This is an optimization exercise on Yosys and OpenROAD, whose aim is small area, a short achievable clock period and few clock cycles, not a production implementation. The RTL was checked by simulation tests, not by an equivalence proof against the original design. No activity file was given, so power comes from the tool's default toggle rates.

`design/flow/run.sh`:
```
#!/bin/bash
# synth_recipe.tcl (not shown) runs the flow's synth.tcl, then flattens the netlist and writes it again
# the make line also repeats each setting of config.mk as NAME=value (left out here)
make -C /OpenROAD-flow-scripts/flow DESIGN_CONFIG=/design/flow/config.mk WORK_HOME=/design/flow/orfs CLKGATE_MAP_FILE= SYNTH_SCRIPT=/design/flow/synth_recipe.tcl finish
```
`design/flow/config.mk`:
```
export PLATFORM = sky130hd
export DESIGN_NAME = prbs_corr_top
export DESIGN_NICKNAME = prbs_corr_top
export VERILOG_FILES = /design/flow/design.v
export SDC_FILE = /design/flow/constraint.sdc
export NUM_CORES = 4
export LEC_CHECK = 0
export CAP_MARGIN = 20
export CORE_MARGIN = 2
export CORE_UTILIZATION = 50
export SETUP_SLACK_MARGIN = 4.3
export SLEW_MARGIN = 20
```
`design/flow/constraint.sdc`:
```
create_clock -name core_clock -period 8.0 [get_ports {clk}]
set_input_delay 1.6000 -clock core_clock [delete_from_list [all_inputs] [get_ports {clk}]]
set_output_delay 1.6000 -clock core_clock [all_outputs]
set_load 0.01 [all_outputs]
```
`design/flow/design.v`:
```
`timescale 1ns/1ps
module sample_capture (
    input  logic        clk,
    input  logic        rst_n,
    input  logic [11:0] adc_i_i,
    input  logic [11:0] adc_q_i,
    input  logic        adc_valid_i,
    input  logic        cfg_enable_i,
    input  logic        cfg_mode_i,
    output logic        adc_ready_o,
    output logic [11:0] ua_i_o,
    output logic [11:0] u7_i_o,
    output logic [11:0] u5_i_o,
    output logic [11:0] ua_q_o,
    output logic [11:0] u7_q_o,
    output logic [11:0] u5_q_o,
    output logic        m7_o,
    output logic        wrap_pass_o,
    output logic        flush_o,
    output logic        first_add_o,
    output logic        tap_valid_o,
    output logic [6:0]  tap_bin_o,
    output logic        tap_last_o
);
    logic [3:0] fl_cnt_q, fl_cnt_d;
    logic       flush_q, flush_d;
    logic       cap_q, cap_d;
    logic       m7_q, m7_d;
    logic [6:0] n_q, n_d;
    logic [6:0] cnt_q, cnt_d;
    logic       addlast_q, addlast_d;
    logic       first_add_q;
    logic       out_q, out_d;
    logic [6:0] obin_q, obin_d;
    logic       ready_q, ready_d;
    logic [6:0] lm1, lm1_d;
    logic       out_last;
    logic       accept;
    logic       first;
    logic       last;
    logic       smode;
    assign adc_ready_o = cfg_enable_i && ready_q;
    assign accept      = adc_valid_i && adc_ready_o;
    assign first       = accept && !cap_q;
    assign lm1         = m7_q ? 7'd126 : 7'd30;
    assign last        = accept && cap_q && (n_q == lm1);
    assign smode       = cap_q ? m7_q : cfg_mode_i;
    assign out_last    = out_q && (obin_q == lm1);
    always_comb begin
        flush_d  = flush_q && (fl_cnt_q != 4'd15);
        fl_cnt_d = flush_q ? fl_cnt_q + 1'b1 : fl_cnt_q;
        cap_d    = first ? 1'b1 : (last ? 1'b0 : cap_q);
        m7_d     = first ? cfg_mode_i : m7_q;
        n_d      = first ? 7'd1 : (accept ? n_q + 1'b1 : n_q);
        cnt_d    = (accept || cnt_q == lm1) ? 7'd0 : cnt_q + 1'b1;
        addlast_d = last;
        if (addlast_q) begin
            out_d  = 1'b1;
            obin_d = 7'd0;
        end else begin
            out_d  = out_q && (obin_q != lm1);
            obin_d = out_q ? obin_q + 1'b1 : obin_q;
        end
        lm1_d   = m7_d ? 7'd126 : 7'd30;
        ready_d = (cap_d && cnt_d == 7'd0) ||
                  (!cap_d && !addlast_d && (!out_d || obin_d == lm1_d) &&
                   (!flush_d || fl_cnt_d == 4'd15));
    end
    always_ff @(posedge clk or negedge rst_n) begin
        if (!rst_n) begin
            fl_cnt_q    <= '0;
            flush_q     <= 1'b1;
            cap_q       <= 1'b0;
            m7_q        <= 1'b0;
            n_q         <= '0;
            cnt_q       <= '0;
            addlast_q   <= 1'b0;
            first_add_q <= 1'b0;
            out_q       <= 1'b0;
            obin_q      <= '0;
            ready_q     <= 1'b0;
        end else begin
            fl_cnt_q    <= fl_cnt_d;
            flush_q     <= flush_d;
            cap_q       <= cap_d;
            m7_q        <= m7_d;
            n_q         <= n_d;
            cnt_q       <= cnt_d;
            addlast_q   <= addlast_d;
            first_add_q <= first;
            out_q       <= out_d;
            obin_q      <= obin_d;
            ready_q     <= ready_d;
        end
    end
    logic [11:0] ui, uq;
    assign ui = {~adc_i_i[11], adc_i_i[10:0]};
    assign uq = {~adc_q_i[11], adc_q_i[10:0]};
    always_ff @(posedge clk) begin
        ua_i_o <= accept ? ui : 12'd0;
        ua_q_o <= accept ? uq : 12'd0;
        u7_i_o <= (accept && smode) ? ui : 12'd0;
        u7_q_o <= (accept && smode) ? uq : 12'd0;
        u5_i_o <= (accept && !smode) ? ui : 12'd0;
        u5_q_o <= (accept && !smode) ? uq : 12'd0;
    end
    assign m7_o        = m7_q;
    assign wrap_pass_o = cap_q || addlast_q;
    assign flush_o     = flush_q;
    assign first_add_o = first_add_q;
    assign tap_valid_o = out_q;
    assign tap_bin_o   = obin_q;
    assign tap_last_o  = out_last;
endmodule
`timescale 1ns/1ps
`timescale 1ns/1ps
`timescale 1ns/1ps
module corr_engine #(
    parameter int W = 18
) (
    input  logic          clk,
    input  logic [11:0]   ua_i,
    input  logic [11:0]   u7_i,
    input  logic [11:0]   u5_i,
    input  logic [11:0]   ua_q,
    input  logic [11:0]   u7_q,
    input  logic [11:0]   u5_q,
    input  logic          m7_i,
    input  logic          wrap_pass_i,
    input  logic          flush_i,
    output logic [W-1:0]  tap_i_o,
    output logic [W-1:0]  tap_q_o
);
    localparam logic [126:0] MA = 127'h000000000000000000000000020019a2;
    localparam logic [126:0] M7 = 127'h01fbe7ae1ba62b05e3b64a4270d10008;
    localparam logic [126:0] M5 = 127'h0000000000000000000000000522a404;
    localparam int K1 = 6;
    localparam int K2 = 12;
    logic [127*W-1:0] ri, rq;
    logic [126:0]     p1i, p1q, p2i, p2q;
    genvar d, b;
    generate
        for (d = 0; d < 127; d++) begin : g_pos
            localparam int J = (d == 126) ? 0 : d + 1;
            logic [11:0]  bi, bq;
            logic [W-1:0] vi, vq;
            logic [W-1:0] si, sq;
            logic         c1i, c1q, c2i, c2q;
            logic [W-1:0] ni, nq;
            logic         n1i, n1q, n2i, n2q;
            assign vi = ri[J*W +: W];
            assign vq = rq[J*W +: W];
            if (MA[J] || M7[J] || M5[J]) begin : g_add
                assign bi = MA[J] ? ua_i : M7[J] ? u7_i : u5_i;
                assign bq = MA[J] ? ua_q : M7[J] ? u7_q : u5_q;
                logic [W:0] kci, kcq;
                for (b = 0; b < W; b++) begin : g_bit
                    logic xi, xq, cini, cinq, hi_, hq_;
                    assign xi   = (b < 12) ? bi[b] : 1'b0;
                    assign xq   = (b < 12) ? bq[b] : 1'b0;
                    assign cini = (b == 0) ? 1'b0 : (b == K1) ? p1i[J] : (b == K2) ? p2i[J] : kci[b];
                    assign cinq = (b == 0) ? 1'b0 : (b == K1) ? p1q[J] : (b == K2) ? p2q[J] : kcq[b];
                    assign hi_  = vi[b] ^ xi;
                    assign hq_  = vq[b] ^ xq;
                    assign si[b]    = hi_ ^ cini;
                    assign sq[b]    = hq_ ^ cinq;
                    assign kci[b+1] = (vi[b] & xi) | (cini & hi_);
                    assign kcq[b+1] = (vq[b] & xq) | (cinq & hq_);
                end
                assign kci[0] = 1'b0;
                assign kcq[0] = 1'b0;
                assign c1i = kci[K1];
                assign c1q = kcq[K1];
                assign c2i = kci[K2];
                assign c2q = kcq[K2];
            end else begin : g_pass
                assign si  = vi;
                assign sq  = vq;
                assign c1i = p1i[J];
                assign c1q = p1q[J];
                assign c2i = p2i[J];
                assign c2q = p2q[J];
            end
            if (d == 126) begin : g_wrap7
                logic keep;
                assign keep = m7_i && wrap_pass_i;
                assign ni  = keep ? si : '0;
                assign nq  = keep ? sq : '0;
                assign n1i = keep & c1i;
                assign n1q = keep & c1q;
                assign n2i = keep & c2i;
                assign n2q = keep & c2q;
            end else if (d == 30) begin : g_wrap5
                logic w5;
                assign w5  = wrap_pass_i && !m7_i;
                assign ni  = m7_i ? si : (w5 ? ri[0 +: W] : '0);
                assign nq  = m7_i ? sq : (w5 ? rq[0 +: W] : '0);
                assign n1i = m7_i ? c1i : (w5 & p1i[0]);
                assign n1q = m7_i ? c1q : (w5 & p1q[0]);
                assign n2i = m7_i ? c2i : (w5 & p2i[0]);
                assign n2q = m7_i ? c2q : (w5 & p2q[0]);
            end else if (d == 110 || d == 94 || d == 78 || d == 62 || d == 46 || d == 14) begin : g_clr
                logic keep;
                if (d == 14) begin : g_f
                    assign keep = !flush_i;
                end else begin : g_m
                    assign keep = m7_i;
                end
                assign ni  = keep ? si : '0;
                assign nq  = keep ? sq : '0;
                assign n1i = keep & c1i;
                assign n1q = keep & c1q;
                assign n2i = keep & c2i;
                assign n2q = keep & c2q;
            end else begin : g_plain
                assign ni  = si;
                assign nq  = sq;
                assign n1i = c1i;
                assign n1q = c1q;
                assign n2i = c2i;
                assign n2q = c2q;
            end
            always_ff @(posedge clk) begin
                ri[d*W +: W] <= ni;
                rq[d*W +: W] <= nq;
                p1i[d]       <= n1i;
                p1q[d]       <= n1q;
                p2i[d]       <= n2i;
                p2q[d]       <= n2q;
            end
        end
    endgenerate
    assign tap_i_o = ri[0 +: W] + {{(W-K2-1){1'b0}}, p2i[0], {(K2-K1-1){1'b0}}, p1i[0], {K1{1'b0}}};
    assign tap_q_o = rq[0 +: W] + {{(W-K2-1){1'b0}}, p2q[0], {(K2-K1-1){1'b0}}, p1q[0], {K1{1'b0}}};
endmodule
`timescale 1ns/1ps
module peak_detector (
    input  logic                        clk,
    input  logic                        rst_n,
    input  logic [19:0]                 c_i_i,
    input  logic [19:0]                 c_q_i,
    input  logic [7-1:0]     bin_i,
    input  logic                        valid_i,
    input  logic                        last_i,
    input  logic [24-1:0]      cfg_threshold_i,
    output logic signed [24-1:0] corr_i_o,
    output logic signed [24-1:0] corr_q_o,
    output logic [7-1:0]     corr_bin_o,
    output logic                        corr_valid_o,
    output logic                        corr_last_o,
    output logic [24-1:0]      det_mag_o,
    output logic [7-1:0]     det_bin_o,
    output logic                        det_valid_o,
    output logic [16-1:0]  det_count_o
);
    logic [18:0] ri_q, rq_q;
    logic [19:0]        mag_q;
    logic [19:0]        ai, aq;
    logic               hit;
    assign ai = c_i_i[19] ? -c_i_i : c_i_i;
    assign aq = c_q_i[19] ? -c_q_i : c_q_i;
    always_ff @(posedge clk) begin
        ri_q       <= c_i_i[18:0];
        rq_q       <= c_q_i[18:0];
        mag_q      <= ai + aq;
        corr_bin_o <= bin_i;
        corr_last_o <= last_i;
    end
    always_ff @(posedge clk or negedge rst_n) begin
        if (!rst_n) corr_valid_o <= 1'b0;
        else        corr_valid_o <= valid_i;
    end
    assign corr_i_o = {{5{ri_q[18]}}, ri_q};
    assign corr_q_o = {{5{rq_q[18]}}, rq_q};
    assign hit = corr_valid_o && ({4'd0, mag_q} > cfg_threshold_i);
    always_ff @(posedge clk or negedge rst_n) begin
        if (!rst_n) begin
            det_valid_o <= 1'b0;
            det_count_o <= '0;
        end else begin
            det_valid_o <= hit;
            if (hit) det_count_o <= det_count_o + 1'b1;
        end
    end
    always_ff @(posedge clk) begin
        det_mag_o <= {4'd0, mag_q};
        det_bin_o <= corr_bin_o;
    end
endmodule
`timescale 1ns/1ps
module prbs_corr_top (
    input  logic                       clk,
    input  logic                       rst_n,
    input  logic signed [12-1:0] adc_i_i,
    input  logic signed [12-1:0] adc_q_i,
    input  logic                       adc_valid_i,
    output logic                       adc_ready_o,
    input  logic                       cfg_enable_i,
    input  logic                       cfg_mode_i,
    input  logic [24-1:0]     cfg_threshold_i,
    output logic signed [24-1:0] corr_i_o,
    output logic signed [24-1:0] corr_q_o,
    output logic [7-1:0]    corr_bin_o,
    output logic                       corr_valid_o,
    output logic                       corr_last_o,
    output logic [24-1:0]     det_mag_o,
    output logic [7-1:0]    det_bin_o,
    output logic                       det_valid_o,
    output logic [16-1:0] det_count_o
);
    localparam int W = 18;
    logic [11:0] ua_i, u7_i, u5_i, ua_q, u7_q, u5_q;
    logic        m7, wrap_pass, flush, first_add;
    logic        tap_valid, tap_last;
    logic [6:0]  tap_bin;
    logic [W-1:0] tap_i, tap_q;
    sample_capture u_sample_capture (
        .clk          (clk),
        .rst_n        (rst_n),
        .adc_i_i      (adc_i_i),
        .adc_q_i      (adc_q_i),
        .adc_valid_i  (adc_valid_i),
        .cfg_enable_i (cfg_enable_i),
        .cfg_mode_i   (cfg_mode_i),
        .adc_ready_o  (adc_ready_o),
        .ua_i_o       (ua_i),
        .u7_i_o       (u7_i),
        .u5_i_o       (u5_i),
        .ua_q_o       (ua_q),
        .u7_q_o       (u7_q),
        .u5_q_o       (u5_q),
        .m7_o         (m7),
        .wrap_pass_o  (wrap_pass),
        .flush_o      (flush),
        .first_add_o  (first_add),
        .tap_valid_o  (tap_valid),
        .tap_bin_o    (tap_bin),
        .tap_last_o   (tap_last)
    );
    corr_engine #(.W(W)) u_corr_engine (
        .clk         (clk),
        .ua_i        (ua_i),
        .u7_i        (u7_i),
        .u5_i        (u5_i),
        .ua_q        (ua_q),
        .u7_q        (u7_q),
        .u5_q        (u5_q),
        .m7_i        (m7),
        .wrap_pass_i (wrap_pass),
        .flush_i     (flush),
        .tap_i_o     (tap_i),
        .tap_q_o     (tap_q)
    );
    logic [18:0] s_i_q, s_q_q;
    always_ff @(posedge clk) begin
        s_i_q <= (first_add ? 19'd0 : s_i_q) + {7'd0, ua_i};
        s_q_q <= (first_add ? 19'd0 : s_q_q) + {7'd0, ua_q};
    end
    logic [W-1:0] t_i_q, t_q_q;
    logic [6:0]   t_bin_q;
    logic         t_last_q;
    logic         t_valid_q;
    always_ff @(posedge clk) begin
        t_i_q    <= tap_i;
        t_q_q    <= tap_q;
        t_bin_q  <= tap_bin;
        t_last_q <= tap_last;
    end
    logic [19:0] c_i_q, c_q_q;
    logic [6:0]  c_bin_q;
    logic        c_last_q;
    logic        c_valid_q;
    always_ff @(posedge clk) begin
        c_i_q    <= {1'b0, s_i_q} - {1'b0, t_i_q, 1'b0} - 20'd2048;
        c_q_q    <= {1'b0, s_q_q} - {1'b0, t_q_q, 1'b0} - 20'd2048;
        c_bin_q  <= t_bin_q;
        c_last_q <= t_last_q;
    end
    always_ff @(posedge clk or negedge rst_n) begin
        if (!rst_n) begin
            t_valid_q <= 1'b0;
            c_valid_q <= 1'b0;
        end else begin
            t_valid_q <= tap_valid;
            c_valid_q <= t_valid_q;
        end
    end
    peak_detector u_peak_detector (
        .clk             (clk),
        .rst_n           (rst_n),
        .c_i_i           (c_i_q),
        .c_q_i           (c_q_q),
        .bin_i           (c_bin_q),
        .valid_i         (c_valid_q),
        .last_i          (c_last_q),
        .cfg_threshold_i (cfg_threshold_i),
        .corr_i_o        (corr_i_o),
        .corr_q_o        (corr_q_o),
        .corr_bin_o      (corr_bin_o),
        .corr_valid_o    (corr_valid_o),
        .corr_last_o     (corr_last_o),
        .det_mag_o       (det_mag_o),
        .det_bin_o       (det_bin_o),
        .det_valid_o     (det_valid_o),
        .det_count_o     (det_count_o)
    );
endmodule
```
==> out/metrics.cfg, run 1 <==
[drt]
wl_mm = 279
via_per_inst = 4.39
via_count = 75100
drt_iter0_drc = 2606
post_drt_wl_per_cell_um = 16.3
drc_errors = 0
postRouteAntennaNets = 0
dr.pass1.iters = 5

[floorplanning]
io_pins = 159
core_region_area_um2 = 337000
dieArea_um2 = 344000
row_count = 213
die_w_um = 587
start_util = 0.503
die_h_um = 587

[worst_setup_path]
required_ns = 6.40
crit_path_max_incr_delay_ns = 0.19
crit_path_cell_trace = clkdlybuf4s15_1 > and2_1 > buf_2
path_delay_family = buffers and inverters
cp-start-kind = input port
worstSetupPathType = input port to primary output
cp_slowest_cell = clkdlybuf4s15_1
crit_path_max_fanout = 3
end_kind = primary output
cp_num_buf_inv = 2
worstPathArrival_ns = 2.08

[pwr]
leakagePower_nw = 93.6
ir_drop_v = 0.000272
p_sw_mw = 18.6
pwr-share-seq = 0.518
p_comb_frac = 0.132
p_int_mw = 53.1
pwr-share-clk = 0.349
power.density_nw_per_um2 = 367
switching_share = 0.259

[synth]
synthMuxAreaShare = 0.000376
synth_top_family_by_area = adder cells
synth_simple_gate_area_frac = 0.0221
seq_area_frac_synth = 0.642
synthCells = 11500
synth_cell_types = 67
ys_async_sr_fraction = 0.00958
syn_area_um2 = 170000
synth_edf_count = 0
synth_compound_area_frac = 0.0136
ys.flop_type = dfxtp_1
ys_warn_count = 4
synthXorXnorAreaFrac = 0.0149
synth-seq-cells = 5427
syn_avg_cell_area_um2 = 14.7
synthAdderAreaFrac = 0.259

[sta]
finClkSkew_ns = 0.0479
holdWs_ns = 0.301
rsz0062_at_grt = true
relSlewSlack = 0.334
setup_tns_ns = 0
slew_violations = 0
fin_crit_ns = 3.68
max_freq_mhz = 272
final_hold_viol_count = 0
period_share = 0.460
setup_violations = 0
worst_slew_pin_slew_ns = 0.996

[grt]
grtUsageMet1 = 0.224
grt_util_all_layers = 0.171
grt-ovfl-total = 0
grt_pass1_vias = 85800
grt_pass1_wl_mm = 465
met3_usage = 0.0261
antenna_found_initial = 9
gr-max-usage-layer = met2
grt_max_degree = 82
use_met2 = 0.294

[clocking]
cts_tree = yes
cts_buffers = 535
ctsHoldBuffers = 0
clk_pin_slew_worst_paths_ns = 0.06
htree_levels = 6
clk-insertion-delay-late_ns = 0.98
clock_sinks = 5427
max-clock-path-buffers = 4
root_buffer = clkbuf_16

[finish]
final_nets = 14800
layout-drive-gt1-share = 0.0801
syn_to_final_growth_pct = 15.1
fin_area_um2 = 195000
final_core_util = 0.579
num-fill-cells = 26400

[placement]
dp_hpwl_mm = 194
gp_congestion = 0.794
portBuffers = 154
post_dp_cell_area_um2 = 177000

[job]
maxCapViolCount = 0

[status]
outcome = no timing/DRC/antenna violations

[min_path]
hp-class = register to register

-- power by group through the flow --
stage / logic, mW / registers, mW / clock network [mW]
6_report: 9.50 / 37.2 / 25.1
5_1_grt: 11.2 / 37.9 / 26.9
4_1_cts: 9.72 / 37.3 / 25.8
3_5_place_dp: 9.49 / 37.8 / 0
3_3_place_gp: 9.22 / 37.7 / 0
2_1_floorplan: 6.51 / 36.6 / 0
-- metal layers --
metal | part of all wire | routed length (µm)
met1 | 0.44 | 124000
met2 | 0.50 | 139000
met3 | 0.032 | 9030
met4 | 0.025 | 6850
met5 | 0 | 0
-- kinds of logic (layout without fill, tap and decap cells) --
logic type,count (synthesis),in the layout
xor gates and xnor gates,289,289
DFF,5427,5427
muxes,6,6
adders and majority gates,2568,2568
buffers and inverters,2188,3273
and+or+nand+nor,687,687
other,1,9
AOI/OAI and AO/OA,342,342
-- metrics by stage --
step	total power, mW	std cells	setup WS (ns)
after CTS	72.8	17100	4.27
after global routing	76.0	17100	4.23
after global placement	46.9	16100	3.28
after floorplan	43.1	11500	4.26
final	71.7	17100	4.32
after detailed placement	47.3	16100	3.29
-- worst reg2reg max path, delay by kind of cell (launching register included) --
kind / cells / cell delay [ns]
flops: 1 / 0.40
xor+xnor: 1 / 0.17
mux: 1 / 0.07
simple gates: 5 / 1.54
compound gates: 4 / 0.95
fa+ha+maj: 1 / 0.36
-- synth_stat cells, drive strengths merged (5+ instances only) --
| master | count | share of area |
|---|---|---|
| a211o | 6 | 0.00031 |
| a211oi | 12 | 0.00053 |
| a21boi | 7 | 0.00031 |
| a21o | 17 | 0.00075 |
| a21oi | 77 | 0.0023 |
| a22o | 41 | 0.0021 |
| a311oi | 7 | 0.00036 |
| a31oi | 7 | 0.00026 |
| a41oi | 6 | 0.00031 |
| and2 | 236 | 0.0087 |
| and3 | 20 | 0.00074 |
| and4 | 9 | 0.00046 |
| buf | 16 | 0.00066 |
| clkbuf | 63 | 0.0014 |
| dfrtp | 51 | 0.0075 |
| dfxtp | 5375 | 0.63 |
| fa | 1567 | 0.18 |
| ha | 1001 | 0.074 |
| inv | 2109 | 0.047 |
| nand2 | 96 | 0.0021 |
| nand2b | 11 | 0.00041 |
| nand3 | 36 | 0.0011 |
| nand4 | 7 | 0.00026 |
| nor2 | 128 | 0.0028 |
| nor2b | 74 | 0.0027 |
| nor3 | 18 | 0.00053 |
| nor3b | 5 | 0.00022 |
| nor4 | 7 | 0.00026 |
| o2111ai | 11 | 0.00057 |
| o211ai | 9 | 0.00040 |
| o21a | 12 | 0.00053 |
| o21ai | 75 | 0.0022 |
| o21bai | 13 | 0.00057 |
| o31ai | 14 | 0.00062 |
| o41ai | 6 | 0.00031 |
| or3 | 23 | 0.00091 |
| or4 | 5 | 0.00024 |
| xnor2 | 115 | 0.0059 |
| xor2 | 174 | 0.0090 |
-- placed cells by master (no fill, tap or decap), drive strengths merged, types with 21 or more instances in the layout --
cell	synthesis	layout
ha	1001	1001
clkinvlp	0	21
inv	2109	2130
clkinv	0	109
buf	16	49
or3	23	23
xnor2	115	115
xor2	174	174
nand2	96	96
nor2b	74	74
dfrtp	51	51
a21oi	77	77
fa	1567	1567
bufinv	0	31
and2	236	236
nand3	36	36
nor2	128	128
a22o	41	41
clkbuf	63	780
o21ai	75	75
dfxtp	5375	5375
clkdlybuf4s50	0	151
-- timing repair --
item | 4_1_cts | 5_1_grt
setup buffers | 6 | 4
gates resized for setup | 23 | 16
gates cloned | 2 | 0
hold endpoints to repair | 0 | 0
pin swaps | 0 | 0
setup endpoints to repair | 309 | 24
-- sequential cells by signal, summed over array words and instances (netlist names), 12 cells and up --
name                         flops
u_sample_capture.u7_i_o         12
u_corr_engine.p2i              127
u_peak_detector.det_mag_o       20
u_corr_engine.ri              2286
u_sample_capture.u5_q_o         12
u_sample_capture.ua_q_o         12
u_corr_engine.p1i              127
u_corr_engine.rq              2286
u_peak_detector.mag_q           20
u_sample_capture.u5_i_o         12
s_i_q                           19
u_peak_detector.rq_q            19
t_i_q                           18
u_sample_capture.ua_i_o         12
u_corr_engine.p1q              127
t_q_q                           18
u_corr_engine.p2q              127
u_peak_detector.ri_q            19
s_q_q                           19
u_peak_detector.det_count_o     16
c_q_q                           20
c_i_q                           20
u_sample_capture.u7_q_o         12
-- layout make-up --
type                    count  area [µm²]  share of cell area
diodes                      5        12.5           0.0000640
clock buffers             780       15900              0.0813
clock inverters           181        2120              0.0108
inverters                2109        7940              0.0406
multi-input cells        3896       52800               0.270
flip-flops and latches   5427      109000               0.558
well taps                4515        5650              0.0289
repair buffers            202        2020              0.0103
repair inverters            1        7.51           0.0000384
-- path summary, 6_finish.rpt --
check | start | end | slack [ns] | cells past startpoint
max in group asynchronous | rst_n | u_sample_capture.m7_q$_DFF_PN0_ | 6.75 | 2
worst max register to register | c_i_q[4]$_DFF_P_ | u_peak_detector.mag_q[18]$_DFF_P_ | 4.41 | 12
worst min-delay path | u_corr_engine.rq[659]$_DFF_P_ | u_corr_engine.rq[641]$_DFF_P_ | 0.30 | 0
worst min register to register | u_corr_engine.rq[659]$_DFF_P_ | u_corr_engine.rq[641]$_DFF_P_ | 0.30 | 0
worst max-delay path | cfg_enable_i | adc_ready_o | 4.32 | 3
min in group asynchronous | rst_n | u_sample_capture.cnt_q[3]$_DFF_PN0_ | 0.74 | 2
Testbench counts, summed over its fixed seeds: cycles 6,948.
==> run 2: changes to the inputs <==
--- a/design/flow/design.v
+++ b/design/flow/design.v
@@ -22,7 +22,7 @@
     output logic [6:0]  tap_bin_o,
     output logic        tap_last_o
 );
-    logic [3:0] fl_cnt_q, fl_cnt_d;
+    logic [4:0] fl_cnt_q, fl_cnt_d;
     logic       flush_q, flush_d;
     logic       cap_q, cap_d;
     logic       m7_q, m7_d;
@@ -47,7 +47,7 @@
     assign smode       = cap_q ? m7_q : cfg_mode_i;
     assign out_last    = out_q && (obin_q == lm1);
     always_comb begin
-        flush_d  = flush_q && (fl_cnt_q != 4'd15);
+        flush_d  = flush_q && (fl_cnt_q != 5'd18);
         fl_cnt_d = flush_q ? fl_cnt_q + 1'b1 : fl_cnt_q;
         cap_d    = first ? 1'b1 : (last ? 1'b0 : cap_q);
         m7_d     = first ? cfg_mode_i : m7_q;
@@ -64,7 +64,7 @@
         lm1_d   = m7_d ? 7'd126 : 7'd30;
         ready_d = (cap_d && cnt_d == 7'd0) ||
                   (!cap_d && !addlast_d && (!out_d || obin_d == lm1_d) &&
-                   (!flush_d || fl_cnt_d == 4'd15));
+                   (!flush_d || fl_cnt_d == 5'd18));
     end
     always_ff @(posedge clk or negedge rst_n) begin
         if (!rst_n) begin
@@ -131,17 +131,34 @@
     output logic [W-1:0]  tap_i_o,
     output logic [W-1:0]  tap_q_o
 );
-    localparam logic [126:0] MA = 127'h000000000000000000000000020019a2;
-    localparam logic [126:0] M7 = 127'h01fbe7ae1ba62b05e3b64a4270d10008;
-    localparam logic [126:0] M5 = 127'h0000000000000000000000000522a404;
+    localparam logic [253:0] BUS = 254'h00000aaa2aa0aa2a8028a8828088a002aa02a28a082208022a37ae0ecd7144b4;
+    localparam logic [253:0] DLY = 254'h0000fffffffffffaaaaaaaaaaaaaaaaa55555555555555554000000000000000;
     localparam int K1 = 6;
     localparam int K2 = 12;
     logic [127*W-1:0] ri, rq;
     logic [126:0]     p1i, p1q, p2i, p2q;
+    logic [4*12-1:0] dua_i, du7_i, du5_i, dua_q, du7_q, du5_q;
+    logic [3*12-1:0] rua_i, ru7_i, ru5_i, rua_q, ru7_q, ru5_q;
+    always_ff @(posedge clk) begin
+        rua_i <= {rua_i[23:0], ua_i};
+        ru7_i <= {ru7_i[23:0], u7_i};
+        ru5_i <= {ru5_i[23:0], u5_i};
+        rua_q <= {rua_q[23:0], ua_q};
+        ru7_q <= {ru7_q[23:0], u7_q};
+        ru5_q <= {ru5_q[23:0], u5_q};
+    end
+    assign dua_i = {rua_i, ua_i};
+    assign du7_i = {ru7_i, u7_i};
+    assign du5_i = {ru5_i, u5_i};
+    assign dua_q = {rua_q, ua_q};
+    assign du7_q = {ru7_q, u7_q};
+    assign du5_q = {ru5_q, u5_q};
     genvar d, b;
     generate
         for (d = 0; d < 127; d++) begin : g_pos
-            localparam int J = (d == 126) ? 0 : d + 1;
+            localparam int J  = (d == 126) ? 0 : d + 1;
+            localparam int DL = DLY[2*J +: 2];
+            localparam int BS = BUS[2*J +: 2];
             logic [11:0]  bi, bq;
             logic [W-1:0] vi, vq;
             logic [W-1:0] si, sq;
@@ -150,9 +167,9 @@
             logic         n1i, n1q, n2i, n2q;
             assign vi = ri[J*W +: W];
             assign vq = rq[J*W +: W];
-            if (MA[J] || M7[J] || M5[J]) begin : g_add
-                assign bi = MA[J] ? ua_i : M7[J] ? u7_i : u5_i;
-                assign bq = MA[J] ? ua_q : M7[J] ? u7_q : u5_q;
+            if (BS != 0) begin : g_add
+                assign bi = (BS == 1) ? dua_i[DL*12 +: 12] : (BS == 2) ? du7_i[DL*12 +: 12] : du5_i[DL*12 +: 12];
+                assign bq = (BS == 1) ? dua_q[DL*12 +: 12] : (BS == 2) ? du7_q[DL*12 +: 12] : du5_q[DL*12 +: 12];
                 logic [W:0] kci, kcq;
                 for (b = 0; b < W; b++) begin : g_bit
                     logic xi, xq, cini, cinq, hi_, hq_;
--- a/design/flow/config.mk
+++ b/design/flow/config.mk
@@ -8,5 +8,7 @@
 export CAP_MARGIN = 20
 export CORE_MARGIN = 2
 export CORE_UTILIZATION = 50
+export CTS_BUF_LIST = sky130_fd_sc_hd__clkbuf_8
+export CTS_CLUSTER_SIZE = 30
 export SETUP_SLACK_MARGIN = 4.3
 export SLEW_MARGIN = 20
==> out/metrics.cfg, run 2 <==
[status]
outcome = no timing/DRC/antenna violations

[clocking]
clock_sinks = 5500  ; +1.3%
max-clock-path-buffers = 4  ; unchanged
htree_levels = 6  ; unchanged
root_buffer = clkbuf_8
cts_buffers = 827  ; +55%
clk_pin_slew_worst_paths_ns = 0.06  ; about the same
clk-insertion-delay-late_ns = 1.20  ; +0.22 ns
cts_tree = yes

[synth]
seq_area_frac_synth = 0.644  ; +0.00269
syn_area_um2 = 171000  ; +0.92%
syn_avg_cell_area_um2 = 14.8  ; +0.17%
synthTopCellsByCount = dfxtp_1, inv_1, fa_1, ha_1, and2_1
synth.most_common_cell = dfxtp_1
yosysTopAreaCellShare = 0.637  ; +0.00262
synth_cell_types = 69  ; +3.0%
yosysTopAreaCell = dfxtp_1
synth_edf_count = 0  ; unchanged
ys_async_sr_fraction = 0.00964  ; +0.0000546
ys.flop_type = dfxtp_1
synthCells = 11600  ; +0.75%
ys_warn_count = 4  ; unchanged
synthTopCellsByArea = dfxtp_1, fa_1, ha_1
synth-seq-cells = 5500  ; +1.3%

[floorplanning]
core_region_area_um2 = 340000  ; +0.95%
io_pins = 159  ; unchanged
start_util = 0.503  ; about the same
dieArea_um2 = 347000  ; +0.92%
die_w_um = 589  ; +0.46%
die_h_um = 589  ; +0.46%
row_count = 214  ; +0.47%

[grt]
grt_pass1_vias = 88000  ; +2.5%
grt-ovfl-total = 0  ; unchanged
antenna_found_initial = 19  ; +10
grt_util_all_layers = 0.170  ; -0.00114
grt_pass1_wl_mm = 474  ; +1.9%
grt_max_degree = 162  ; +98%

[worst_setup_path]
crit_path_cell_trace = dlygate4sd2_1 > and2_4 > buf_2
crit_path_max_incr_delay_ns = 0.26  ; +0.07 ns
worstPathArrival_ns = 2.17  ; +0.09 ns
end_kind = primary output
crit_path_max_fanout = 3  ; unchanged
required_ns = 6.40  ; about the same
worstSetupPathType = input port to primary output
cp_slowest_cell = dlygate4sd2_1
cp-start-kind = input port

[sta]
holdWs_ns = 0.277  ; -0.0236 ns
setup_violations = 0  ; unchanged
fin_crit_ns = 3.77  ; +0.0881 ns
rsz0062_at_grt = true
setup_tns_ns = 0  ; unchanged
max_freq_mhz = 266  ; -2.3%
period_share = 0.471  ; +0.0110
worst_slew_pin_slew_ns = 1.09  ; +0.0906 ns
finClkSkew_ns = 0.0762  ; +0.0282 ns
relSlewSlack = 0.275  ; -0.0595
final_hold_viol_count = 0  ; unchanged
slew_violations = 0  ; unchanged

[job]
maxCapViolCount = 0  ; unchanged

[drt]
wl_mm = 276  ; -0.91%
dr.pass1.iters = 5  ; unchanged
post_drt_wl_per_cell_um = 15.6  ; -4.3%
postRouteAntennaNets = 0  ; unchanged
via_count = 76000  ; +1.1%
via_per_inst = 4.29  ; -2.3%
drt_iter0_drc = 2641  ; +1.3%
drc_errors = 0  ; unchanged

[pwr]
leakagePower_nw = 95.2  ; +1.7%
ir_drop_v = 0.000316  ; +16%
power.density_nw_per_um2 = 361  ; -1.8%
total_power_mw = 70.6  ; -1.5%

[finish]
final_cell_mix = dfxtp_1, inv_1, fa_1
layout-drive-gt1-share = 0.0995  ; +0.0194
final_nets = 15100  ; +2.4%
final_common_cell = dfxtp_1
syn_to_final_growth_pct = 14.3
num-fill-cells = 27000  ; +2.4%
reg_top3 = u_corr_engine.ri x2286, u_corr_engine.rq x2286

[placement]
dp_hpwl_mm = 186  ; -4.2%
portBuffers = 154  ; unchanged
gp_congestion = 0.818  ; +3.1%

[min_path]
hp-class = register to register

-- run 2: cell count changes after synthesis, moves of 7 or more --
cell,change
a21o_1,+8
and2_1,-10
and4_1,-7
dfxtp_1,+72
nand4_1,+13
nor2b_1,+8
o2111ai_1,-9
o211ai_1,+8
o21ai_0,-14
or3_1,-7
-- run 2: layout make-up --
| class | instances | area [µm²] | share of cell area |
|---|---|---|---|
| Clock buffer | 1066 | 14700 | 0.0749 |
| Sequential cell | 5500 | 110000 | 0.564 |
| Timing Repair Buffer | 178 | 1650 | 0.00840 |
| Multi-Input combinational cell | 3909 | 52700 | 0.269 |
| Tap cell | 4536 | 5680 | 0.0290 |
| Inverter | 2109 | 7920 | 0.0404 |
| Antenna cell | 10 | 25.0 | 0.000128 |
| Clock inverter | 406 | 2740 | 0.0140 |
-- run 2: repair_timing --
action / 4_1_cts / 5_1_grt
pin swaps: 0 / 0
hold buffers: 0 / 0
endpoints found under the setup margin: 118 / 4
buffers inserted: 4 / 0
gates cloned: 0 / 0
resized for setup: 131 / 3
-- run 2: where the power goes --
part,leakage (nW),internal [mW],switching (mW)
clock network,9.91,12.6,10.6
registers,45.2,34.5,3.28
logic,40.1,4.00,5.69
-- run 2: worst paths after layout --
kind / slack [ns] / depth (start not counted) / from / endpoint
hold / removal: 0.28 / 0 / u_corr_engine.ri[84]$_DFF_P_ / u_corr_engine.ri[66]$_DFF_P_
setup / recovery: 4.23 / 3 / cfg_enable_i / adc_ready_o
max in group asynchronous: 6.88 / 2 / rst_n / u_sample_capture.m7_q$_DFF_PN0_
setup reg to reg: 4.48 / 11 / c_q_q[7]$_DFF_P_ / u_peak_detector.mag_q[19]$_DFF_P_
hold reg to reg: 0.28 / 0 / u_corr_engine.ri[84]$_DFF_P_ / u_corr_engine.ri[66]$_DFF_P_
min in group asynchronous: 0.54 / 2 / rst_n / u_peak_detector.det_count_o[15]$_DFFE_PN0P_
-- run 2: metrics by stage --
stage                     cells  area [µm²]  setup slack [ns]  utilization
after floorplan           11600      171000              4.40            -
after global placement    16200      178000              2.80        0.524
after detailed placement  16200      178000              2.79        0.524
after CTS                 17700      196000              4.15        0.575
after global routing      17700      196000              4.23        0.575
final                     17700      196000              4.23        0.575
-- run 2: layer usage --
metal | share of wire | vias up | track usage
met5 | 0.000058 | - | 0
met4 | 0.023 | 2 | 0.0506
met3 | 0.042 | 521 | 0.0316
met2 | 0.44 | 1189 | 0.253
met1 | 0.50 | 37300 | 0.252
li1 | - | 36900 | -
-- run 2: cells by family (layout without fill, tap and decap cells) --
| logic type | count (synthesis) | in the layout | synth area share |
|---|---|---|---|
| AO/OA/AOI/OAI | 338 | 338 | 0.0133 |
| XOR/XNOR | 290 | 290 | 0.0148 |
| adder cells (fa/ha/maj) | 2569 | 2569 | 0.256 |
| buffers and inverters | 2188 | 3759 | 0.0483 |
| flip-flops | 5500 | 5500 | 0.644 |
| multiplexers | 11 | 11 | 0.000672 |
| other | 1 | 14 | 0.0000219 |
| AND/OR/NAND/NOR | 697 | 697 | 0.0222 |
-- run 2: critical path, delay by kind of cell --
family                 cells  cell delay [ns]
AND/OR/NAND/NOR            1             0.17
buffers and inverters      2             0.39
Testbench counts of run 2, summed over its fixed seeds: cycles 6,966.
==> run 3: changes to the inputs <==
--- a/design/flow/design.v
+++ b/design/flow/design.v
@@ -8,12 +8,8 @@
     input  logic        cfg_enable_i,
     input  logic        cfg_mode_i,
     output logic        adc_ready_o,
-    output logic [11:0] ua_i_o,
-    output logic [11:0] u7_i_o,
-    output logic [11:0] u5_i_o,
-    output logic [11:0] ua_q_o,
-    output logic [11:0] u7_q_o,
-    output logic [11:0] u5_q_o,
+    output logic [7*15-1:0]  bus_i_o,
+    output logic [7*15-1:0]  bus_q_o,
     output logic        m7_o,
     output logic        wrap_pass_o,
     output logic        flush_o,
@@ -33,6 +29,7 @@
     logic       out_q, out_d;
     logic [6:0] obin_q, obin_d;
     logic       ready_q, ready_d;
+    logic [2:0] vcnt_q;
     logic [6:0] lm1, lm1_d;
     logic       out_last;
     logic       accept;
@@ -47,7 +44,7 @@
     assign smode       = cap_q ? m7_q : cfg_mode_i;
     assign out_last    = out_q && (obin_q == lm1);
     always_comb begin
-        flush_d  = flush_q && (fl_cnt_q != 5'd18);
+        flush_d  = flush_q && (fl_cnt_q != 5'd15);
         fl_cnt_d = flush_q ? fl_cnt_q + 1'b1 : fl_cnt_q;
         cap_d    = first ? 1'b1 : (last ? 1'b0 : cap_q);
         m7_d     = first ? cfg_mode_i : m7_q;
@@ -64,7 +61,7 @@
         lm1_d   = m7_d ? 7'd126 : 7'd30;
         ready_d = (cap_d && cnt_d == 7'd0) ||
                   (!cap_d && !addlast_d && (!out_d || obin_d == lm1_d) &&
-                   (!flush_d || fl_cnt_d == 5'd18));
+                   (!flush_d || fl_cnt_d == 5'd15));
     end
     always_ff @(posedge clk or negedge rst_n) begin
         if (!rst_n) begin
@@ -79,6 +76,7 @@
             out_q       <= 1'b0;
             obin_q      <= '0;
             ready_q     <= 1'b0;
+            vcnt_q      <= '0;
         end else begin
             fl_cnt_q    <= fl_cnt_d;
             flush_q     <= flush_d;
@@ -91,19 +89,60 @@
             out_q       <= out_d;
             obin_q      <= obin_d;
             ready_q     <= ready_d;
+            vcnt_q      <= last ? 3'd5 : (vcnt_q != 3'd0 ? vcnt_q - 1'b1 : 3'd0);
         end
     end
     logic [11:0] ui, uq;
-    assign ui = {~adc_i_i[11], adc_i_i[10:0]};
-    assign uq = {~adc_q_i[11], adc_q_i[10:0]};
+    assign ui = accept ? {~adc_i_i[11], adc_i_i[10:0]} : 12'd0;
+    assign uq = accept ? {~adc_q_i[11], adc_q_i[10:0]} : 12'd0;
+    logic        step;
+    assign step  = accept || (vcnt_q != 3'd0);
+    logic [11:0] p1i_q, p1q_q;
+    logic [12:0] p2i_q, p2q_q;
+    logic [13:0] p3i_q, p3q_q, p4i_q, p4q_q;
+    logic [14:0] p5i_q, p5q_q;
+    logic [11:0] w1i, w1q;
+    logic [12:0] w2i, w2q;
+    logic [13:0] w3i, w3q, w4i, w4q;
+    logic [14:0] w5i, w5q, w6i, w6q;
+    assign w1i = ui;
+    assign w1q = uq;
+    assign w2i = {1'b0, ui} + {1'b0, p1i_q};
+    assign w2q = {1'b0, uq} + {1'b0, p1q_q};
+    assign w3i = {2'b0, ui} + {1'b0, p2i_q};
+    assign w3q = {2'b0, uq} + {1'b0, p2q_q};
+    assign w4i = {2'b0, ui} + p3i_q;
+    assign w4q = {2'b0, uq} + p3q_q;
+    assign w5i = {3'b0, ui} + {1'b0, p4i_q};
+    assign w5q = {3'b0, uq} + {1'b0, p4q_q};
+    assign w6i = {3'b0, ui} + p5i_q;
+    assign w6q = {3'b0, uq} + p5q_q;
     always_ff @(posedge clk) begin
-        ua_i_o <= accept ? ui : 12'd0;
-        ua_q_o <= accept ? uq : 12'd0;
-        u7_i_o <= (accept && smode) ? ui : 12'd0;
-        u7_q_o <= (accept && smode) ? uq : 12'd0;
-        u5_i_o <= (accept && !smode) ? ui : 12'd0;
-        u5_q_o <= (accept && !smode) ? uq : 12'd0;
+        if (step) begin
+            p1i_q <= w1i; p2i_q <= w2i; p3i_q <= w3i; p4i_q <= w4i; p5i_q <= w5i;
+            p1q_q <= w1q; p2q_q <= w2q; p3q_q <= w3q; p4q_q <= w4q; p5q_q <= w5q;
+        end else if (flush_q) begin
+            p1i_q <= '0; p2i_q <= '0; p3i_q <= '0; p4i_q <= '0; p5i_q <= '0;
+            p1q_q <= '0; p2q_q <= '0; p3q_q <= '0; p4q_q <= '0; p5q_q <= '0;
+        end
+    end
+    logic [14:0] wzi [7], wzq [7];
+    assign wzi[0] = '0;              assign wzq[0] = '0;
+    assign wzi[1] = {3'b0, w1i};     assign wzq[1] = {3'b0, w1q};
+    assign wzi[2] = {2'b0, w2i};     assign wzq[2] = {2'b0, w2q};
+    assign wzi[3] = {1'b0, w3i};     assign wzq[3] = {1'b0, w3q};
+    assign wzi[4] = {1'b0, w4i};     assign wzq[4] = {1'b0, w4q};
+    assign wzi[5] = w5i;             assign wzq[5] = w5q;
+    assign wzi[6] = w6i;             assign wzq[6] = w6q;
+    logic [7*15-1:0] bus_i_q, bus_q_q;
+    always_ff @(posedge clk) begin
+        for (int k = 1; k <= 6; k++) begin
+            bus_i_q[k*15 +: 15] <= step ? wzi[k] : 15'd0;
+            bus_q_q[k*15 +: 15] <= step ? wzq[k] : 15'd0;
+        end
     end
+    assign bus_i_o = {bus_i_q[7*15-1:15], 15'd0};
+    assign bus_q_o = {bus_q_q[7*15-1:15], 15'd0};
     assign m7_o        = m7_q;
     assign wrap_pass_o = cap_q || addlast_q;
     assign flush_o     = flush_q;
@@ -119,47 +158,26 @@
     parameter int W = 18
 ) (
     input  logic          clk,
-    input  logic [11:0]   ua_i,
-    input  logic [11:0]   u7_i,
-    input  logic [11:0]   u5_i,
-    input  logic [11:0]   ua_q,
-    input  logic [11:0]   u7_q,
-    input  logic [11:0]   u5_q,
+    input  logic [7*15-1:0]  bus_i,
+    input  logic [7*15-1:0]  bus_q,
     input  logic          m7_i,
     input  logic          wrap_pass_i,
     input  logic          flush_i,
     output logic [W-1:0]  tap_i_o,
     output logic [W-1:0]  tap_q_o
 );
-    localparam logic [253:0] BUS = 254'h00000aaa2aa0aa2a8028a8828088a002aa02a28a082208022a37ae0ecd7144b4;
-    localparam logic [253:0] DLY = 254'h0000fffffffffffaaaaaaaaaaaaaaaaa55555555555555554000000000000000;
+    localparam logic [1015:0] TAB = 1016'h00000000000000000000007600000000007500000000007400710000007300000000007200000073007100000072000000710071000072000000000071000000007400000000007300007200007200007100007100710000710000000071000000000300000130000210010000100110000000024000007200710001002100;
     localparam int K1 = 6;
     localparam int K2 = 12;
     logic [127*W-1:0] ri, rq;
     logic [126:0]     p1i, p1q, p2i, p2q;
-    logic [4*12-1:0] dua_i, du7_i, du5_i, dua_q, du7_q, du5_q;
-    logic [3*12-1:0] rua_i, ru7_i, ru5_i, rua_q, ru7_q, ru5_q;
-    always_ff @(posedge clk) begin
-        rua_i <= {rua_i[23:0], ua_i};
-        ru7_i <= {ru7_i[23:0], u7_i};
-        ru5_i <= {ru5_i[23:0], u5_i};
-        rua_q <= {rua_q[23:0], ua_q};
-        ru7_q <= {ru7_q[23:0], u7_q};
-        ru5_q <= {ru5_q[23:0], u5_q};
-    end
-    assign dua_i = {rua_i, ua_i};
-    assign du7_i = {ru7_i, u7_i};
-    assign du5_i = {ru5_i, u5_i};
-    assign dua_q = {rua_q, ua_q};
-    assign du7_q = {ru7_q, u7_q};
-    assign du5_q = {ru5_q, u5_q};
     genvar d, b;
     generate
         for (d = 0; d < 127; d++) begin : g_pos
             localparam int J  = (d == 126) ? 0 : d + 1;
-            localparam int DL = DLY[2*J +: 2];
-            localparam int BS = BUS[2*J +: 2];
-            logic [11:0]  bi, bq;
+            localparam int BA = TAB[8*J +: 4];
+            localparam int BB = TAB[8*J+4 +: 4];
+            logic [14:0]  bi, bq;
             logic [W-1:0] vi, vq;
             logic [W-1:0] si, sq;
             logic         c1i, c1q, c2i, c2q;
@@ -167,14 +185,19 @@
             logic         n1i, n1q, n2i, n2q;
             assign vi = ri[J*W +: W];
             assign vq = rq[J*W +: W];
-            if (BS != 0) begin : g_add
-                assign bi = (BS == 1) ? dua_i[DL*12 +: 12] : (BS == 2) ? du7_i[DL*12 +: 12] : du5_i[DL*12 +: 12];
-                assign bq = (BS == 1) ? dua_q[DL*12 +: 12] : (BS == 2) ? du7_q[DL*12 +: 12] : du5_q[DL*12 +: 12];
+            if (BA != 0 || BB != 0) begin : g_add
+                if (BB == 7) begin : g_both
+                    assign bi = bus_i[BA*15 +: 15];
+                    assign bq = bus_q[BA*15 +: 15];
+                end else begin : g_gated
+                    assign bi = (m7_i ? bus_i[BA*15 +: 15] : 15'd0) | (m7_i ? 15'd0 : bus_i[BB*15 +: 15]);
+                    assign bq = (m7_i ? bus_q[BA*15 +: 15] : 15'd0) | (m7_i ? 15'd0 : bus_q[BB*15 +: 15]);
+                end
                 logic [W:0] kci, kcq;
                 for (b = 0; b < W; b++) begin : g_bit
                     logic xi, xq, cini, cinq, hi_, hq_;
-                    assign xi   = (b < 12) ? bi[b] : 1'b0;
-                    assign xq   = (b < 12) ? bq[b] : 1'b0;
+                    assign xi   = (b < 15) ? bi[b] : 1'b0;
+                    assign xq   = (b < 15) ? bq[b] : 1'b0;
                     assign cini = (b == 0) ? 1'b0 : (b == K1) ? p1i[J] : (b == K2) ? p2i[J] : kci[b];
                     assign cinq = (b == 0) ? 1'b0 : (b == K1) ? p1q[J] : (b == K2) ? p2q[J] : kcq[b];
                     assign hi_  = vi[b] ^ xi;
@@ -326,7 +349,7 @@
     output logic [16-1:0] det_count_o
 );
     localparam int W = 18;
-    logic [11:0] ua_i, u7_i, u5_i, ua_q, u7_q, u5_q;
+    logic [7*15-1:0]  bus_i, bus_q;
     logic        m7, wrap_pass, flush, first_add;
     logic        tap_valid, tap_last;
     logic [6:0]  tap_bin;
@@ -340,12 +363,8 @@
         .cfg_enable_i (cfg_enable_i),
         .cfg_mode_i   (cfg_mode_i),
         .adc_ready_o  (adc_ready_o),
-        .ua_i_o       (ua_i),
-        .u7_i_o       (u7_i),
-        .u5_i_o       (u5_i),
-        .ua_q_o       (ua_q),
-        .u7_q_o       (u7_q),
-        .u5_q_o       (u5_q),
+        .bus_i_o      (bus_i),
+        .bus_q_o      (bus_q),
         .m7_o         (m7),
         .wrap_pass_o  (wrap_pass),
         .flush_o      (flush),
@@ -356,12 +375,8 @@
     );
     corr_engine #(.W(W)) u_corr_engine (
         .clk         (clk),
-        .ua_i        (ua_i),
-        .u7_i        (u7_i),
-        .u5_i        (u5_i),
-        .ua_q        (ua_q),
-        .u7_q        (u7_q),
-        .u5_q        (u5_q),
+        .bus_i       (bus_i),
+        .bus_q       (bus_q),
         .m7_i        (m7),
         .wrap_pass_i (wrap_pass),
         .flush_i     (flush),
@@ -370,8 +385,8 @@
     );
     logic [18:0] s_i_q, s_q_q;
     always_ff @(posedge clk) begin
-        s_i_q <= (first_add ? 19'd0 : s_i_q) + {7'd0, ua_i};
-        s_q_q <= (first_add ? 19'd0 : s_q_q) + {7'd0, ua_q};
+        s_i_q <= (first_add ? 19'd0 : s_i_q) + {7'd0, bus_i[15 +: 12]};
+        s_q_q <= (first_add ? 19'd0 : s_q_q) + {7'd0, bus_q[15 +: 12]};
     end
     logic [W-1:0] t_i_q, t_q_q;
     logic [6:0]   t_bin_q;
--- a/design/flow/config.mk
+++ b/design/flow/config.mk
@@ -8,7 +8,7 @@
 export CAP_MARGIN = 20
 export CORE_MARGIN = 2
 export CORE_UTILIZATION = 50
-export CTS_BUF_LIST = sky130_fd_sc_hd__clkbuf_8
-export CTS_CLUSTER_SIZE = 30
+export CTS_CLUSTER_DIAMETER = 150
+export CTS_CLUSTER_SIZE = 24
 export SETUP_SLACK_MARGIN = 4.3
 export SLEW_MARGIN = 20
==> out/metrics.cfg, run 3 <==
[status]
outcome = no timing/DRC/antenna violations

[floorplanning]
io_pins = 159  ; unchanged
dieArea_um2 = 322000  ; -7.3%
row_count = 206  ; -3.7%
die_w_um = 567  ; -3.7%
core_region_area_um2 = 315000  ; -7.3%
start_util = 0.503  ; about the same
die_h_um = 567  ; -3.7%

[worst_setup_path]
crit_path_max_fanout = 5  ; +2
worstPathArrival_ns = 4.36  ; +2.19 ns
worstSetupPathType = input port to register
crit_start = adc_q_i[1]
path_delay_family = compound AO/OA/AOI/OAI gates
cp-start-kind = input port
crit_path_max_incr_delay_ns = 0.58  ; +0.32 ns
r2r-start = u_sample_capture.m7_q$_DFF_PN0_
cp_slowest_cell = clkdlybuf4s50_1
required_ns = 8.66  ; +2.26 ns
end_kind = register
crit_path_cell_trace = clkdlybuf4s50_1 > and2_2 > buf_4 > fa_2 > a21o_1 > a21oi_2 > o21ai_1 > a21oi_2 > o21ai_2 > a31oi_1 > xor2_1 > nor2_1
cp_num_buf_inv = 2  ; unchanged
path_common_cell = a21oi_2

[grt]
grt_pass1_wl_mm = 439  ; -7.3%
grt-ovfl-total = 0  ; unchanged
grt_util_all_layers = 0.181  ; +0.0110
antenna_found_initial = 21  ; +2
grt_pass1_vias = 74000  ; -16%
grt_max_degree = 69  ; -57%

[finish]
final_common_cell = dfxtp_1
final_core_util = 0.553  ; -0.0225
layout-drive-gt1-share = 0.0573  ; -0.0422
num-fill-cells = 25400  ; -6.0%
multi_input_area_um2 = 39200  ; -26%
final_nets = 12600  ; -17%
reg_top3 = u_corr_engine.ri x2286, u_corr_engine.rq x2286
seqCellArea_um2 = 115000  ; +4.2%
final_cell_mix = dfxtp_1, inv_1, fa_1
syn_to_final_growth_pct = 9.86
final_cells = 15200  ; -14%

[sta]
rsz0062_at_grt = true
slew_violations = 0  ; unchanged
setup_violations = 0  ; unchanged
timing.final.ws_setup_ns = 4.30  ; +0.0692 ns
finClkSkew_ns = 0.0491  ; -0.0271 ns
period_share = 0.462  ; -0.00865
setup_tns_ns = 0  ; unchanged
fin_crit_ns = 3.70  ; -0.0692 ns
relSlewSlack = 0.348  ; +0.0736
worst_slew_pin_slew_ns = 0.975  ; -0.111 ns
max_freq_mhz = 271  ; +1.9%
final_hold_viol_count = 0  ; unchanged

[pwr]
ir_drop_v = 0.000223  ; -29%
power.density_nw_per_um2 = 362  ; +0.35%
leakagePower_nw = 77.6  ; -19%

[drt]
drt_iter0_drc = 2873  ; +8.8%
via_per_inst = 4.48  ; +4.4%
post_drt_wl_per_cell_um = 18.7  ; +20%
wl_mm = 284  ; +3.0%
via_count = 68300  ; -10%
drc_errors = 0  ; unchanged
postRouteAntennaNets = 0  ; unchanged
dr.pass1.iters = 5  ; unchanged

[synth]
ys_warn_count = 6  ; +2
synth_edf_count = 136  ; +136
synth.most_common_cell = dfxtp_1
synthTopCellsByArea = dfxtp_1, fa_1, ha_1
synthCells = 10600  ; -8.6%
synth_cell_types = 68  ; -1.4%
synth-seq-cells = 5661  ; +2.9%
seq_area_frac_synth = 0.724  ; +0.0799
yosysTopAreaCellShare = 0.690  ; +0.0531
ys.flop_type = dfxtp_1
yosysTopAreaCell = dfxtp_1
syn_avg_cell_area_um2 = 15.0  ; +1.4%
ys_async_sr_fraction = 0.00989  ; +0.000256
synthTopCellsByCount = dfxtp_1, inv_1, fa_1, ha_1, and2_1
syn_area_um2 = 159000  ; -7.3%

[placement]
portBuffers = 154  ; unchanged
dp_hpwl_mm = 197  ; +6.4%
dp_cells = 14800  ; -8.5%
dp_slack_ns = 2.60  ; -0.197 ns
gp_congestion = 0.814  ; -0.53%

[clocking]
cts_buffers = 274  ; -67%
ctsHoldBuffers = 0  ; unchanged
cts_tree = yes
clk-insertion-delay-late_ns = 0.93  ; -0.27 ns
max-clock-path-buffers = 4  ; unchanged
htree_levels = 5  ; -1
clock_sinks = 5661  ; +2.9%
root_buffer = clkbuf_16
clk_pin_slew_worst_paths_ns = 0.10  ; +0.04 ns

[min_path]
hp-class = register to register
min_from = u_corr_engine.rq[1504]$_DFF_P_

[job]
maxCapViolCount = 0  ; unchanged

run 3: path summary, 6_finish.rpt:
kind                                                       endpoint  slack [ns]  depth (start not counted)
max                        u_sample_capture.p3q_q[10]$_SDFFCE_PN0P_        4.30                         12
min                                  u_corr_engine.rq[1486]$_DFF_P_        0.31                          0
max reg2reg                           u_corr_engine.ri[275]$_DFF_P_        4.38                          9
min reg2reg                          u_corr_engine.rq[1486]$_DFF_P_        0.31                          0
max in group asynchronous           u_sample_capture.m7_q$_DFF_PN0_        6.55                          2
min in group asynchronous      u_sample_capture.obin_q[2]$_DFF_PN0_        0.85                          2
run 3: cells by family (layout without fill, tap and decap cells):
kind of cell	Yosys count	after routing	synth area share
other	1	9	0.0000236
multiplexers	26	26	0.00177
adder cells (fa/ha/maj)	1545	1545	0.164
buffers and inverters	1432	1892	0.0342
XOR/XNOR	327	327	0.0180
AO/OA/AOI/OAI	493	493	0.0202
flip-flops	5661	5661	0.724
AND/OR/NAND/NOR	1116	1120	0.0376
run 3: metrics by stage:
stage          power (mW)  hold slack (ns)  instance area [µm²]
4_1_cts              63.8            0.310               174000
2_1_floorplan        44.2            0.310               159000
5_1_grt              66.7            0.312               174000
3_5_place_dp         48.4            0.312               166000
3_3_place_gp         48.1            0.310               166000
6_report             63.1            0.313               174000
run 3: metal layers:
| metal | track usage | part of all wire | routed length, µm |
|---|---|---|---|
| met3 | 0.0200 | 0.027 | 7540 |
| met1 | 0.232 | 0.44 | 125000 |
| met5 | 0 | 0.000095 | 27 |
| met2 | 0.318 | 0.50 | 142000 |
| met4 | 0.0578 | 0.034 | 9580 |
run 3: report_power, final:
group          internal [mW]  total, mW  leakage (nW)  switching [mW]
Combinational           4.15       9.45          27.2            5.30
Sequential              35.9       38.8          46.8            2.90
Clock                   6.41       14.8          3.64            8.42
run 3: area by class of cell:
| cell class | count | share of cell area |
|---|---|---|
| Sequential cell | 5661 | 0.659 |
| Multi-Input combinational cell | 3515 | 0.225 |
| Clock buffer | 312 | 0.0406 |
| Tap cell | 4160 | 0.0298 |
| Inverter | 1323 | 0.0285 |
| Timing Repair Buffer | 234 | 0.0145 |
| Clock inverter | 23 | 0.00225 |
| Antenna cell | 5 | 0.0000717 |
run 3: worst register-to-register path, cell delays in order (launching register included):
cell and delay [ns]:
dfrtp_4 0.56, buf_12 0.18, bufbuf_16 0.30, and2_2 0.21, ha_1 0.24, fa_2 0.38, fa_2 0.39, fa_2 0.38
fa_2 0.37, fa_1 0.49
run 3: repair_timing:
item | 4_1_cts | 5_1_grt
pin swaps | 13 | 26
hold endpoints to repair | 0 | 0
gates cloned | 12 | 2
buffers inserted | 23 | 13
gates resized for setup | 102 | 81
endpoints found under the setup margin | 336 | 78
Testbench counts of run 3, summed over its fixed seeds: cycles 6,948.
==> run 4: changes to the inputs <==
--- a/design/flow/design.v
+++ b/design/flow/design.v
@@ -297,12 +297,12 @@
     logic [19:0]        mag_q;
     logic [19:0]        ai, aq;
     logic               hit;
-    assign ai = c_i_i[19] ? -c_i_i : c_i_i;
-    assign aq = c_q_i[19] ? -c_q_i : c_q_i;
+    assign ai = c_i_i ^ {20{c_i_i[19]}};
+    assign aq = c_q_i ^ {20{c_q_i[19]}};
     always_ff @(posedge clk) begin
         ri_q       <= c_i_i[18:0];
         rq_q       <= c_q_i[18:0];
-        mag_q      <= ai + aq;
+        mag_q      <= ai + aq + {19'd0, c_i_i[19]} + {19'd0, c_q_i[19]};
         corr_bin_o <= bin_i;
         corr_last_o <= last_i;
     end
--- a/design/flow/config.mk
+++ b/design/flow/config.mk
@@ -7,8 +7,9 @@
 export LEC_CHECK = 0
 export CAP_MARGIN = 20
 export CORE_MARGIN = 2
-export CORE_UTILIZATION = 50
+export CORE_UTILIZATION = 60
 export CTS_CLUSTER_DIAMETER = 150
 export CTS_CLUSTER_SIZE = 24
-export SETUP_SLACK_MARGIN = 4.3
+export PLACE_DENSITY = 0.72
+export SETUP_SLACK_MARGIN = 4.5
 export SLEW_MARGIN = 20
==> out/metrics.cfg, run 4 <==
[synth]
yosysTopAreaCell = dfxtp_1
ys.flop_type = dfxtp_1
seq_area_frac_synth = 0.724  ; about the same
syn_area_um2 = 159000  ; about the same
ys_warn_count = 6  ; unchanged
synthTopCellsByArea = dfxtp_1, fa_1, ha_1
synth-seq-cells = 5661  ; unchanged
synthTopCellsByCount = dfxtp_1, inv_1, fa_1, ha_1, and2_1
synth_edf_count = 136  ; unchanged
synth.most_common_cell = dfxtp_1
ys_async_sr_fraction = 0.00989  ; unchanged
yosysTopAreaCellShare = 0.689  ; about the same
synthCells = 10500  ; -0.70%
syn_avg_cell_area_um2 = 15.1  ; +0.76%
synth_cell_types = 75  ; +10%

[status]
outcome = no timing/DRC/antenna violations

[sta]
final_hold_viol_count = 0  ; unchanged
worst_slew_pin_slew_ns = 0.973  ; -0.00217 ns
setup_violations = 0  ; unchanged
finClkSkew_ns = 0.0584  ; +0.00930 ns
relSlewSlack = 0.350  ; +0.00227
slew_violations = 0  ; unchanged
setup_tns_ns = 0  ; unchanged
fin_crit_ns = 3.56  ; -0.134 ns
period_share = 0.445  ; -0.0168
max_freq_mhz = 281  ; +3.8%
rsz0062_at_grt = true

[drt]
drt_iter0_drc = 3268  ; +14%
wl_mm = 275  ; -3.4%
dr.pass1.iters = 8  ; +3
via_count = 68800  ; +0.86%
via_per_inst = 4.74  ; +5.7%
drc_errors = 0  ; unchanged
post_drt_wl_per_cell_um = 18.9  ; +1.3%
postRouteAntennaNets = 0  ; unchanged

[clocking]
cts_buffers = 285  ; +4.0%
clock_sinks = 5661  ; unchanged
max-clock-path-buffers = 4  ; unchanged
clk_pin_slew_worst_paths_ns = 0.09  ; about the same
cts_tree = yes
htree_levels = 5  ; unchanged
clk-insertion-delay-late_ns = 0.93  ; about the same
root_buffer = clkbuf_16
ctsHoldBuffers = 0  ; unchanged

[floorplanning]
die_w_um = 519  ; -8.6%
die_h_um = 519  ; -8.6%
start_util = 0.604  ; +0.101
core_region_area_um2 = 263000  ; -17%
dieArea_um2 = 269000  ; -17%
row_count = 188  ; -8.7%
io_pins = 159  ; unchanged

[finish]
layout-drive-gt1-share = 0.0638  ; +0.00652
final_cell_mix = dfxtp_1, inv_1, fa_1
fin_area_um2 = 174000  ; -0.26%
syn_to_final_growth_pct = 9.52
reg_top3 = u_corr_engine.ri x2286, u_corr_engine.rq x2286
final_nets = 12600  ; -0.34%
final_common_cell = dfxtp_1
final_cells = 14500  ; -4.6%

[worst_setup_path]
worstSetupPathType = input port to primary output
rrSetupSlack_ns = 4.54  ; +0.16 ns
cp-start-kind = input port
crit_path_max_fanout = 4  ; -1
required_ns = 6.40  ; -2.26 ns
end_kind = primary output
r2r_cells = 14  ; +5
worstPathArrival_ns = 1.96  ; -2.40 ns
r2r_end = u_corr_engine.rq[371]$_DFF_P_
r2r-start = u_sample_capture.m7_q$_DFF_PN0_

[placement]
gp_congestion = 0.823  ; +1.1%
dp_hpwl_mm = 188  ; -4.8%
dp_cells = 14100  ; -4.9%
post_dp_cell_area_um2 = 165000  ; -0.44%
portBuffers = 154  ; unchanged

[grt]
grt_pass1_wl_mm = 427  ; -2.8%
grt_max_degree = 68  ; -1.4%
antenna_found_initial = 20  ; -4.8%
grt_pass1_vias = 75000  ; +1.4%
grt_util_all_layers = 0.209  ; +0.0286
grt-ovfl-total = 0  ; unchanged

[min_path]
hp-class = register to register
holdPathStages = 0  ; unchanged
min_from = u_corr_engine.rq[1030]$_DFF_P_
min_delay_worst_endpoint = u_corr_engine.rq[1012]$_DFF_P_

[pwr]
ir_drop_v = 0.000295  ; +32%
leakagePower_nw = 77.9  ; +0.41%
power.density_nw_per_um2 = 373  ; +3.1%

[job]
maxCapViolCount = 0  ; unchanged

==> run 4: cell types whose count changed in the layout (fill, tap and decap cells not counted), moves of 21 or more <==
cell             before   now
inv_1              1317  1169
xor2_1              157   198
inv_2                 4    29
a211oi_1              8    29
clkdlybuf4s50_1     148   122
xnor2_1             167   131
and2_1              360   334
==> run 4: cells by family (layout without fill, tap and decap cells) <==
kind of cell	Yosys count	after routing	share of synthesized area
other cells	1	15	0.0000236
fa+ha+maj	1561	1561	0.165
buf+inv	1310	1780	0.0314
mux	25	25	0.00171
compound gates	525	525	0.0222
simple gates	1113	1116	0.0375
xor+xnor	331	331	0.0183
flops	5661	5661	0.724
==> run 4: what timing repair did <==
| item | in CTS | in global routing |
|---|---|---|
| cloned | 8 | 1 |
| pin swaps | 29 | 62 |
| resized for setup | 151 | 136 |
| buffers inserted | 30 | 16 |
| endpoints found under the setup margin | 436 | 162 |
| endpoints found under the hold margin | 0 | 0 |
==> run 4: metrics by stage <==
step           setup WS [ns]  power [mW]  hold WS, ns   util
3_3_place_gp            2.79        49.5        0.310  0.628
2_1_floorplan           3.94        45.6        0.310      -
4_1_cts                 4.34        65.4        0.285  0.660
6_report                4.44        64.9        0.292  0.662
5_1_grt                 4.42        68.5        0.299  0.662
3_5_place_dp            2.64        50.1        0.312  0.628
==> run 4: cell type report <==
type                            count  area, µm²
Timing Repair Buffer              242       2520
Tap cell                         3515       4400
Fill cell                       18300      88800
Clock buffer                      332       7480
Inverter                         1198       4500
Antenna cell                       11       27.5
Multi-Input combinational cell   3562      40000
Sequential cell                  5661     115000
Clock inverter                      8       66.3
==> run 4: critical path, cell delays in order <==
cell and delay [ns]:
buf_12 0.10, and2_4 0.14, buf_6 0.11
==> run 4: worst max-delay path by stage <==
stage                                          startpoint                                        to  slack, ns  cells after the start
after floorplan                               adc_valid_i  u_sample_capture.p3q_q[13]$_SDFFCE_PN0P_       3.94                     12
after global placement                       cfg_enable_i  u_sample_capture.p4q_q[12]$_SDFFCE_PN0P_       2.79                     11
after detailed placement                     cfg_enable_i  u_sample_capture.p4q_q[11]$_SDFFCE_PN0P_       2.64                     11
after CTS                                    cfg_enable_i                               adc_ready_o       4.34                      3
after global routing      u_sample_capture.m7_q$_DFF_PN0_             u_corr_engine.ri[437]$_DFF_P_       4.42                     13
final                                        cfg_enable_i                               adc_ready_o       4.44                      3
==> run 4: metal layers <==
metal  global-route usage  up-vias  routed length, µm
li1                     -    33200                  -
met1                0.274    34300             121000
met4               0.0663        0               9700
met2                0.365      885             136000
met3               0.0240      435               8110
met5                    0        -                  0
==> run 4: where the power goes <==
group          switching (mW)  internal, mW  total (mW)  leakage, nW
logic                    5.94          4.49        10.4         27.4
registers                3.19          36.4        39.6         46.8
clock network            8.21          6.65        14.9         3.69
Testbench counts of run 4, summed over its fixed seeds: cycles 6,948.

## what the ideal ports hide
The results above use ideal ports. As a check the final layouts listed here were re-extracted and re-timed, cells and wires unchanged. Step 1 assumes that a clkbuf_16 drives the clock port and a buf_2 every other input. Step 2 adds t to the input delays and takes it off the output delays; t is the mean of the earliest and latest rising clock arrival at the registers after step 1. Input paths then give back, and output paths get back, about the clock's delay inside the block. Three values: ideal, step 1, step 2; two values: the first two.
run	t, ns	slack for setup (ns)	worst setup path after step 2	clock arrival spread, ns
run 1	1.062	4.322 / 4.298 / 3.670	input to register	0.049 / 0.049
run 2	1.256	4.234 / 4.213 / 3.110	input to register	0.098 / 0.098
run 3	1.004	4.303 / 4.307 / 3.367	input to register	0.053 / 0.053
run 4	0.996	4.438 / 4.390 / 3.536	input to register	0.061 / 0.061
After both steps setup and hold are still met in every run listed. The setup slack of run 2, which loses most, moves by -0.021 ns with the drivers and by -1.124 ns with both steps.
